This is an optimization exercise on Yosys and OpenROAD, whose aim is small area, a short achievable clock period and few clock cycles, not a production implementation.
At most, simulation tests tie the RTL to the original design; equivalence was not proved.
No activity file was given, so power comes from the tool's default toggle rates.

==> inputs of job 625 <==
Design battery_undervoltage_monitor, start of the top module:
module battery_undervoltage_monitor #(
  parameter int unsigned HistoryDepth = bum_pkg::HistoryDepth
) (
  input  logic                           clk_i,
  input  logic                           rst_ni,
  input  logic                           s_axis_tvalid_i,
  output logic                           s_axis_tready_o,
  input  logic [bum_pkg::InDataW-1:0]    s_axis_tdata_i,
  input  logic                           s_axis_tuser_i,
  output logic                           m_axis_tvalid_o,
  input  logic                           m_axis_tready_i,
  output logic [bum_pkg::OutDataW-1:0]   m_axis_tdata_o,
  input  logic                           cfg_valid_i,
  output logic                           cfg_ready_o,
  input  logic [bum_pkg::CfgAddrW-1:0]   cfg_addr_i,
  input  logic [bum_pkg::MvW-1:0]        cfg_data_i
);
clock: 10.0 ns
lec_check: 0
cap_margin: 20
core_margin: 2
core_utilization: 70
cts_cluster_diameter: 80
cts_cluster_size: 24
slew_margin: 20
standard.sh (not shown) runs the stock make flow with config.mk's settings and CLKGATE_MAP_FILE= SYNTH_SCRIPT=/design/flow/synth_recipe.tcl, a recipe that flattens the netlist after the stock synthesis.
==> flow/flow/run.sh <==
#!/bin/bash
set -euo pipefail
MARGIN=${SETUP_MARGIN_NS:-6.5}
bash standard.sh SETUP_SLACK_MARGIN=$MARGIN finish > standard_flow.log 2>&1
==> inputs of job 9634, as changes to job 625 <==
--- a/flow/design.v
+++ b/flow/design.v
@@ -219,15 +219,15 @@
       s_cls = bum_pkg::LVL_NORMAL;
     end
   end
   logic             iv_q, iu_q;
   logic [TimeW-1:0] inow_q;
   logic [MvW-1:0]   imv_q;
   logic [1:0]       icls_q;
-  logic             hold, proc, is_samp, is_chk, chk_go, nxt_chk;
+  logic             hold, proc, is_samp, is_chk, nxt_chk;
   always_ff @(posedge clk_i or negedge rst_ni) begin
     if (!rst_ni) begin
       iv_q <= 1'b0;
     end else begin
       iv_q <= accept || (iv_q && hold);
     end
   end
@@ -249,26 +249,25 @@
   logic             full_q;
   logic             pend_q;
   logic [IdxW-1:0]  pend_slot_q;
   logic [TimeW-1:0] pend_now_q;
   logic [MvW-1:0]   pend_mv_q;
   logic             cmp_v_q;
   logic [1:0]       cmp_g_q;
-  assign hold    = iv_q && iu_q && gate && cmp_v_q && (cmp_g_q != 2'(Blocks - 1));
+  assign hold    = iv_q && iu_q && cmp_v_q && (cmp_g_q != 2'(Blocks - 1));
   assign proc    = iv_q && !hold;
   assign is_samp = proc && !iu_q;
   assign is_chk  = proc && iu_q;
   assign take    = (!hlo_q[MvW] && (imv_q < hlo_q[MvW-1:0])) ||
                    (!hhi_q[MvW] && (imv_q > hhi_q[MvW-1:0]));
   assign store   = is_samp && take;
   assign changed = icls_q != lvl_q;
   assign alert   = changed && ((icls_q == bum_pkg::LVL_CRITICAL) ||
                                (icls_q == bum_pkg::LVL_WARNING));
   assign gate    = (lvl_q == bum_pkg::LVL_CRITICAL) && auto_q;
-  assign chk_go  = is_chk && gate;
   always_ff @(posedge clk_i or negedge rst_ni) begin
     if (!rst_ni) begin
       held_q <= '0;
       lvl_q  <= bum_pkg::LVL_UNKNOWN;
       wp_q   <= '0;
       full_q <= 1'b0;
       pend_q <= 1'b0;
@@ -278,96 +277,77 @@
         lvl_q  <= icls_q;
         wp_q   <= wp_q + IdxW'(1);
         if (wp_q == '1) full_q <= 1'b1;
       end
       pend_q <= store;
     end
   end
-  logic [MvW:0] samp_lo, samp_hi;
-  assign samp_lo = {1'b0, imv_q} - {1'b0, deadband_q};
-  assign samp_hi = {1'b0, imv_q} + {1'b0, deadband_q};
-  always_ff @(posedge clk_i or negedge rst_ni) begin
-    if (!rst_ni) begin
-      hlo_q <= {1'b0, 16'd0} - {1'b0, bum_pkg::DeadbandReset};
-      hhi_q <= {1'b0, 16'd0} + {1'b0, bum_pkg::DeadbandReset};
-    end else if (!is_samp) begin
-      hlo_q <= {1'b0, held_q} - {1'b0, deadband_q};
-      hhi_q <= {1'b0, held_q} + {1'b0, deadband_q};
-    end else if (take) begin
-      hlo_q <= samp_lo;
-      hhi_q <= samp_hi;
-    end
+  always_ff @(posedge clk_i) begin
+    hlo_q <= store ? ({1'b0, imv_q} - {1'b0, deadband_q}) : ({1'b0, held_q} - {1'b0, deadband_q});
+    hhi_q <= store ? ({1'b0, imv_q} + {1'b0, deadband_q}) : ({1'b0, held_q} + {1'b0, deadband_q});
   end
   always_ff @(posedge clk_i) begin
     pend_slot_q <= wp_q;
     pend_now_q  <= inow_q;
     pend_mv_q   <= imv_q;
   end
   logic [BlkW-1:0]          cmp_blk_q, cmp_blk_d;
   logic [IdxW-1:0]          snap_wp_q, snap_wp_d;
   logic                     snap_full_q, snap_full_d;
   logic                     cmp_gate_q;
   logic [SlotW-1:0]         cmp_slot_q;
-  logic [TimeW-1:0]         ctx_now_q, cmpv_now_q, new_now;
-  logic [15:0]              ctx_him1_q, ctx_blo_q, cmpv_him1_q, cmpv_blo_q, new_him1, new_blo;
-  logic                     ctx_wrap_q, cmpv_wrap_q, new_wrap;
+  logic [TimeW-1:0]         ctx_now_q;
+  logic [15:0]              ctx_him1_q, ctx_blo_q;
+  logic                     ctx_wrap_q;
   logic                     cmp_v_d;
   logic [1:0]               cmp_g_d;
   logic [Blocks*Lanes-1:0]  cmp_sel_q, cmp_sel_d;
   logic [SlotW-1:0]         wf_q;
   logic                     cmp_more;
   logic [Blocks*Lanes-1:0]  start_sel, cont_sel;
   assign cmp_more    = cmp_v_q && (cmp_g_q != 2'(Blocks - 1));
-  assign cmp_v_d     = chk_go || cmp_more;
-  assign cmp_g_d     = chk_go ? 2'd0 : cmp_g_q + 2'd1;
-  assign cmp_blk_d   = chk_go ? wp_q[IdxW-1:LaneW] : cmp_blk_q + BlkW'(1);
-  assign snap_wp_d   = chk_go ? wp_q : snap_wp_q;
-  assign snap_full_d = chk_go ? full_q : snap_full_q;
+  assign cmp_v_d     = is_chk || cmp_more;
+  assign cmp_g_d     = is_chk ? 2'd0 : cmp_g_q + 2'd1;
+  assign cmp_blk_d   = is_chk ? wp_q[IdxW-1:LaneW] : cmp_blk_q + BlkW'(1);
+  assign snap_wp_d   = is_chk ? wp_q : snap_wp_q;
+  assign snap_full_d = is_chk ? full_q : snap_full_q;
   assign nxt_chk     = accept ? s_axis_tuser_i : hold;
   always_comb begin
     for (int b = 0; b < Blocks; b++) begin
       for (int l = 0; l < Lanes; l++) begin
         start_sel[b*Lanes + l] = (wp_q[IdxW-1:LaneW] == BlkW'(b)) &&
                                  (full_q || (IdxW'(b*Lanes + l) < wp_q));
         cont_sel[b*Lanes + l]  = cmp_more && ((cmp_blk_q + BlkW'(1)) == BlkW'(b)) &&
                                  (snap_full_q || (IdxW'(b*Lanes + l) < snap_wp_q));
       end
     end
-    cmp_sel_d = ({(Blocks*Lanes){chk_go}} & start_sel) | cont_sel;
+    cmp_sel_d = ({(Blocks*Lanes){is_chk}} & start_sel) | cont_sel;
   end
   always_ff @(posedge clk_i or negedge rst_ni) begin
     if (!rst_ni) begin
       cmp_v_q <= 1'b0;
     end else begin
       cmp_v_q <= cmp_v_d;
     end
   end
   always_ff @(posedge clk_i) begin
     cmp_sel_q   <= cmp_sel_d;
     cmp_g_q     <= cmp_g_d;
     cmp_blk_q   <= cmp_blk_d;
     snap_wp_q   <= snap_wp_d;
     snap_full_q <= snap_full_d;
-    if (chk_go) begin
+    if (is_chk) begin
       cmp_gate_q <= gate;
       cmp_slot_q <= wf_q;
-      ctx_now_q  <= new_now;
-      ctx_him1_q <= new_him1;
-      ctx_blo_q  <= new_blo;
-      ctx_wrap_q <= new_wrap;
-    end
-    cmpv_now_q  <= chk_go ? new_now  : (cmp_more ? ctx_now_q  : '0);
-    cmpv_him1_q <= chk_go ? new_him1 : (cmp_more ? ctx_him1_q : '0);
-    cmpv_blo_q  <= chk_go ? new_blo  : (cmp_more ? ctx_blo_q  : '0);
-    cmpv_wrap_q <= chk_go ? new_wrap : (cmp_more && ctx_wrap_q);
-  end
-  assign new_now  = inow_q;
-  assign new_him1 = inow_q[31:16] - 16'd1;
-  assign new_blo  = inow_q[15:0] - window_q;
-  assign new_wrap = inow_q[15:0] < window_q;
+      ctx_now_q  <= inow_q;
+      ctx_him1_q <= inow_q[31:16] - 16'd1;
+      ctx_blo_q  <= inow_q[15:0] - window_q;
+      ctx_wrap_q <= inow_q[15:0] < window_q;
+    end
+  end
   logic [Lanes-1:0]         cmp_mask;
   logic [SumRows*SumW-1:0] grp_sum;
   logic [LaneW:0]           blk_cnt;
   logic                     m_v_q, m_first_q, m_last_q, m_gate_q;
   logic [SlotW-1:0]         m_slot_q;
   logic [Blocks*Lanes-1:0]  m_sel_q;
   logic [Lanes-1:0]         m_mask_q;
@@ -383,33 +363,33 @@
   bum_history u_history (
     .clk_i      (clk_i),
     .wr_en_i    (pend_q),
     .wr_slot_i  (pend_slot_q),
     .wr_now_i   (pend_now_q),
     .wr_mv_i    (pend_mv_q),
     .cmp_sel_i  (cmp_sel_q),
-    .cmp_now_i  (cmpv_now_q),
-    .cmp_him1_i (cmpv_him1_q),
-    .cmp_blo_i  (cmpv_blo_q),
-    .cmp_wrap_i (cmpv_wrap_q),
+    .cmp_now_i  (ctx_now_q),
+    .cmp_him1_i (ctx_him1_q),
+    .cmp_blo_i  (ctx_blo_q),
+    .cmp_wrap_i (ctx_wrap_q),
     .cmp_mask_o (cmp_mask),
     .sum_sel_i  (m_sel_q),
     .sum_mask_i (m_mask_q),
     .sum_o      (grp_sum),
     .cnt_o      (blk_cnt)
   );
   always_ff @(posedge clk_i or negedge rst_ni) begin
     if (!rst_ni) begin
       m_v_q   <= 1'b0;
       g_v_q   <= 1'b0;
       a_v_q   <= 1'b0;
     end else begin
       m_v_q <= cmp_v_q;
       g_v_q <= m_v_q;
-      a_v_q <= g_v_q && g_last_q;
+      a_v_q <= g_v_q && g_last_q && g_gate_q;
     end
   end
   function automatic logic [2*DW-1:0] csa(input logic [DW-1:0] a, input logic [DW-1:0] b,
                                           input logic [DW-1:0] c);
     logic [DW-1:0] s, cy;
     s   = a ^ b ^ c;
     cy  = ((a & b) | (a & c) | (b & c)) << 1;
@@ -446,26 +426,27 @@
     g_first_q <= m_first_q;
     g_last_q  <= m_last_q;
     g_gate_q  <= m_gate_q;
     g_slot_q  <= m_slot_q;
     g_sum_q   <= grp_sum;
     g_cnt_q   <= blk_cnt;
     a_slot_q  <= g_slot_q;
-    acc_s0_q  <= acc_s0_d;
-    acc_s1_q  <= acc_s1_d;
-    acc_c0_q  <= acc_c0_d;
-    acc_c1_q  <= acc_c1_d;
-    a_nz_q    <= (!g_first_q && a_nz_q) || (g_sum_q != '0);
+    if (g_v_q) begin
+      acc_s0_q <= acc_s0_d;
+      acc_s1_q <= acc_s1_d;
+      acc_c0_q <= acc_c0_d;
+      acc_c1_q <= acc_c1_d;
+      a_nz_q   <= (!g_first_q && a_nz_q) || (g_sum_q != '0);
+    end
   end
   assign diff = acc_c0_q + acc_c1_q - acc_s0_q - acc_s1_q;
   assign dis  = a_nz_q && !diff[DW-1];
   logic [ResW-1:0]  slot_q [NSlot];
   logic [NSlot-1:0] slot_rdy_q;
   logic [SlotW-1:0] rf_q;
-  logic [NSlot-1:0] rf_oh_q;        
   logic [CntW-1:0]  cnt_q, cnt_d;
   logic [ResW-1:0]  res, head;
   logic             head_rdy, head_fin, move, ov_q;
   logic [ResW-1:0]  o_q;
   logic             w_v_q, w_chk_q, w_gate_q, w_chg_q, w_alert_q;
   logic [SlotW-1:0] w_slot_q;
   always_ff @(posedge clk_i or negedge rst_ni) begin
@@ -480,73 +461,55 @@
     w_gate_q  <= gate;
     w_chg_q   <= store && changed;
     w_alert_q <= store && alert;
     w_slot_q  <= wf_q;
   end
   assign res = {held_q, 1'b0, w_alert_q, w_chg_q, lvl_q};
   assign head_fin = a_v_q && (a_slot_q == rf_q);
-  assign head_rdy = |(slot_rdy_q & rf_oh_q) || head_fin;
+  assign head_rdy = slot_rdy_q[rf_q] || head_fin;
   assign move     = head_rdy && (!ov_q || m_axis_tready_i);
   always_comb begin
-    head = '0;
-    for (int k = 0; k < NSlot; k++) begin
-      head = head | ({ResW{rf_oh_q[k]}} & slot_q[k]);
-    end
+    head    = slot_q[rf_q];
     head[4] = head_fin ? dis : head[4];
   end
   for (genvar k = 0; k < NSlot; k++) begin : g_slot
     always_ff @(posedge clk_i) begin
       if (w_v_q && (w_slot_q == SlotW'(k))) begin
         slot_q[k] <= res;
       end else if (a_v_q && (a_slot_q == SlotW'(k))) begin
         slot_q[k][4] <= dis;
       end
     end
     always_ff @(posedge clk_i or negedge rst_ni) begin
       if (!rst_ni) begin
         slot_rdy_q[k] <= 1'b0;
-      end else if (move && rf_oh_q[k]) begin
+      end else if (move && (rf_q == SlotW'(k))) begin
         slot_rdy_q[k] <= 1'b0;
       end else if (w_v_q && (w_slot_q == SlotW'(k))) begin
         slot_rdy_q[k] <= !w_chk_q || !w_gate_q;
       end else if (a_v_q && (a_slot_q == SlotW'(k))) begin
         slot_rdy_q[k] <= 1'b1;
       end
     end
   end
   assign cnt_d = cnt_q + CntW'(accept) - CntW'(move);
-  logic room, cmp_more_d;
-  always_comb begin
-    if (accept) begin
-      room = move ? (cnt_q <= CntW'(NSlot - 1)) : (cnt_q <= CntW'(NSlot - 2));
-    end else begin
-      room = move || (cnt_q <= CntW'(NSlot - 1));
-    end
-  end
-  logic nxt_gate;
-  assign nxt_gate = !accept || (auto_q && ((lvl_q == bum_pkg::LVL_CRITICAL) ||
-                                           (is_samp && (icls_q == bum_pkg::LVL_CRITICAL))));
-  assign cmp_more_d = chk_go || (cmp_more && (cmp_g_q != 2'(Blocks - 2)));
   always_ff @(posedge clk_i or negedge rst_ni) begin
     if (!rst_ni) begin
       wf_q     <= '0;
       rf_q     <= '0;
-      rf_oh_q  <= NSlot'(1);
       cnt_q    <= '0;
       ov_q     <= 1'b0;
-      tready_q <= 1'b0;
+      tready_q <= 1'b1;
     end else begin
       if (proc) wf_q <= (wf_q == SlotW'(NSlot - 1)) ? '0 : wf_q + SlotW'(1);
-      if (move) begin
-        rf_q    <= (rf_q == SlotW'(NSlot - 1)) ? '0 : rf_q + SlotW'(1);
-        rf_oh_q <= {rf_oh_q[NSlot-2:0], rf_oh_q[NSlot-1]};
-      end
+      if (move) rf_q <= (rf_q == SlotW'(NSlot - 1)) ? '0 : rf_q + SlotW'(1);
       cnt_q    <= cnt_d;
       ov_q     <= move || (ov_q && !m_axis_tready_i);
-      tready_q <= room && !(nxt_chk && nxt_gate && cmp_more_d);
+      tready_q <= (cnt_d < CntW'(NSlot)) &&
+                  !(nxt_chk && cmp_v_d && (cmp_g_d != 2'(Blocks - 1)));
     end
   end
   always_ff @(posedge clk_i) begin
     if (move) o_q <= head;
   end
   assign s_axis_tready_o = tready_q;
   assign cfg_ready_o     = 1'b1;
==> flow/run.sh (new file) <==
#!/bin/bash
# synth_recipe.tcl (not shown) runs the flow's synth.tcl, then flattens the netlist and writes it again
# the make line also repeats each setting of config.mk as NAME=value (left out here)
make -C /OpenROAD-flow-scripts/flow DESIGN_CONFIG=/design/flow/config.mk WORK_HOME=/design/flow/orfs CLKGATE_MAP_FILE= SYNTH_SCRIPT=/design/flow/synth_recipe.tcl finish
CORE_UTILIZATION = 60   (was 70)
CTS_CLUSTER_DIAMETER = not set   (was 80)
CTS_CLUSTER_SIZE = not set   (was 24)
removed: flow/flow/run.sh
removed: flow/standard.sh
==> reports/metrics.csv <==
metric,value,unit
Post-Layout Cell Count,15800,
vias in the first global route,102000,
Fmax,186,MHz
P_comb,13.7,mW
Via density,6.57,
total power,49.1,mW
Psw,16.2,mW
RSZ-0062 raised after global routing,false,
sequential cell area share,0.607,
status,finished clean,
first-pass GRT wire length,743,mm
layout cells sized above 1,0.0959,
Starting Density,0.602,
Clock group,14.9,mW
worst vdd ir,0.356,mV
# the run above: job 9634

==> reports/metrics.csv <==
metric,value,unit
status,finished clean,
P_comb,12.1,mW
first-pass GRT wire length,724,mm
total power,41.2,mW
RSZ-0062 raised after global routing,true,
vias in the first global route,103000,
asr flop ratio synth,0.0402,
layout cells sized above 1,0.0946,
sequential cell area share,0.628,
worst vdd ir,0.216,mV
Psw,13.7,mW
Starting Density,0.704,
Post-Layout Cell Count,15100,
# the run above: job 625

Testbench counts of job 625, summed over its fixed seeds: cycles 9,872.
For job 9634, only the layout was checked, not whether the RTL still works.

## what the ideal ports hide
In the flow no input, the clock included, has a driving cell. The finished layouts below were timed again as built, in two steps. Step 1 (the two cells are an assumption about what drives the block):
set clk [get_ports {clk_i}]
set_driving_cell -lib_cell sky130_fd_sc_hd__clkbuf_16 $clk
set_driving_cell -lib_cell sky130_fd_sc_hd__buf_2 [delete_from_list [all_inputs] $clk]
Step 2 also shifts input and output timing later by t, the mid clock arrival at the registers, as if the neighbouring blocks saw the same clock. Three values: ideal ports, drivers, drivers and shift; two values: the first two.
run | t, ns | slack for setup (ns) | worst setup path after step 2 | latest minus earliest clock arrival (ns)
job 625 | 1.030 | 6.420 / 6.375 / 5.626 | input to register | 0.050 / 0.050
job 9634 | 1.062 | 4.628 / 4.628 / 4.628 | register to register | 0.069 / 0.069
After both steps every run listed still meets setup and hold. The setup slack of job 625, which loses most, moves by -0.045 ns with the drivers and by -0.794 ns with both steps.
